Background: an optimization exercise with open tools, aiming at small area, a short achievable clock period and few clock cycles per item. Do not read the settings as production practice. The RTL was checked by simulation tests, not by an equivalence proof against the original design. Power and IR drop assume default switching activity.

Setup of exp/cedar:
## ex_stage_top
module ex_stage_top
(
	input  logic        clk,
	input  logic        reset_i,
	input  logic        issue_valid_i,
	input  logic [31:0] issue_inst_i,
	input  logic [63:0] issue_op1_i,
	input  logic [63:0] issue_op2_i,
	input  logic [63:0] issue_base_i,
	input  logic [63:0] issue_offset_i,
	input  logic [4:0]  issue_rd_i,
	output logic        wb_valid_o,
	output logic [4:0]  wb_rd_o,
	output logic [63:0] wb_data_o,
	output logic        redirect_valid_o,
	output logic [63:0] redirect_target_o,
	output logic        hold_o
);
	localparam int D     = 8;
	localparam int SB    = 2 * D;
	localparam int NSTEP = 64 / SB;
	localparam int NSW   = 32 / SB;
	localparam int CW    = (NSTEP > 1) ? $clog2(NSTEP) : 1;
	localparam int SW    = 65 + SB;
	logic [6:0] opc;
	logic [2:0] f3;
	logic [6:0] f7;
	logic       f7_zero;
	logic       f7_alt;
	logic       i6_zero;
	logic       i6_alt;
	assign opc     = issue_inst_i[6:0];
	assign f3      = issue_inst_i[14:12];
  ...
export LEC_CHECK = 0
export ABC_AREA = 1
export CAP_MARGIN = 20
export CORE_MARGIN = 2
export CORE_UTILIZATION = 50
export SETUP_SLACK_MARGIN = 4
export SLEW_MARGIN = 20
create_clock -name core_clock -period 9.0 [get_ports {clk}]
standard.sh (not shown) runs the stock make flow with config.mk's settings and CLKGATE_MAP_FILE= SYNTH_SCRIPT=/design/flow/synth_recipe.tcl, a recipe that flattens the netlist after the stock synthesis.
==> flow/flow/run.sh <==
#!/bin/bash
# Layout flow: the standard flow (standard.sh) with two changes that help
# timing and area on sky130hd:
#  - the input and output port buffers are buf_4 cells; by default
#    buffer_ports picks the smallest buffer, a clkdlybuf4s50 delay cell, and
#    footprint-matched sizing can then only swap it for other delay cells;
#  - sizing may pick any equivalent cell, not only one of the same footprint.
# Synthesis is the standard synthesis, unchanged. Each step logs to its own
# file in the folder this runs in.
set -euo pipefail
bash standard.sh synth > synth.log 2>&1
sed 's|"\${@:-finish}"|"BUFFER_PORTS_ARGS=-buffer_cell sky130_fd_sc_hd__buf_4" MATCH_CELL_FOOTPRINT=0 "${@:-finish}"|' \
	standard.sh > standard_tuned.sh
grep -q MATCH_CELL_FOOTPRINT=0 standard_tuned.sh
bash standard_tuned.sh finish > layout.log 2>&1
test -s out/final.def
exp/cedar went all the way through the flow, and no timing, DRC or antenna check failed.
Testbench counts of exp/cedar, summed over its fixed seeds: cycles 11,373, instructions 8,000.
The following lists how exp/nickel was set up differently from exp/cedar:
- changing SLEW_MARGIN from 20 to 10
- setting SYNTH_HIERARCHICAL to 1 for the first time
- changing CAP_MARGIN from 20 to 10
--- outcome ---
- Looking at start point of the critical path, the low_c_q[5] result is from exp/cedar; the issue_op1_i[63] one comes from exp/nickel.
- exp/nickel — actual slew at the worst max-slew pin 0.064 ns lower, exp/cedar as reference
- Comparing exp/cedar and exp/nickel, the higher critical path depth was measured on exp/nickel.
- exp/nickel ended with less clock-buffer cell count than exp/cedar.
The inputs of exp/garnet differ from those of exp/nickel as listed below.
- a change of CORE_UTILIZATION from 50 to 40
- a change of SLEW_MARGIN from 10 to 20
- a change of CAP_MARGIN from 10 to 20
### Flow results
Across both runs, minimum clock period was lower for exp/garnet than for exp/nickel. Comparing exp/garnet and exp/nickel, post-layout worst setup margin is higher on exp/garnet. On exp/garnet: via count is 1982 lower than what exp/nickel gave. Delta (exp/garnet minus exp/nickel): number of buffers created by CTS went up; clock power share now sits higher. Per the comparison of exp/garnet with exp/nickel, cell count increased by 3.8% relative to the old numbers, switching power as a share of total power moved down, initial detailed-routing violation count saw a decrease, synthesis-to-finish area growth now larger. exp/nickel and exp/garnet ended up with roughly the same total area of sequential cells. [exp/garnet vs exp/nickel] register-to-register slack: higher in exp/garnet.
Inputs modified between exp/garnet and exp/harbor:
- SYNTH_HIERARCHICAL: 1 -> unset
- SETUP_SLACK_MARGIN: 4 -> 4.3
Results
- exp/harbor finished all stages; the layout is clean.
- Compare exp/harbor and exp/garnet | post-place setup slack lower: exp/garnet
- A category of the most critical setup path of primary input to flop is what exp/garnet shows, while flop to output port belongs to exp/harbor.
- Non-clock buffer count came out higher on exp/harbor than on exp/garnet.
- | estimated wirelength of the detail-placed design | exp/harbor vs exp/garnet | better |
- In the tables for exp/harbor and exp/garnet, x dimension of the die reads lower with exp/harbor.

-- port drivers added, routing unchanged --
Ports are ideal in the flow. The routed layouts listed here were re-timed in OpenROAD.
Step 1: set_driving_cell puts a clkbuf_16 on clk and a buf_2 on each other input, an assumption about the parent block.
Step 2 also shifts input and output timing later by t, the mid clock arrival at the registers, as if the neighbouring blocks saw the same clock.
Slacks: no drivers / after step 1 / after step 2; pairs: no drivers / after step 1.
run | t, ns | setup WS [ns] | worst setup path after step 2
exp/cedar | 0.680 | 3.904 / 3.837 / 3.386 | input to register
exp/nickel | 0.677 | 3.773 / 3.822 / 3.145 | input to register
exp/garnet | 0.676 | 3.885 / 3.929 / 3.253 | input to register
exp/harbor | 0.689 | 3.879 / 3.810 / 3.429 | input to register
After both steps setup and hold are still met in every run listed. The setup slack of exp/garnet, which loses most, moves by +0.044 ns with the drivers and by -0.632 ns with both steps.
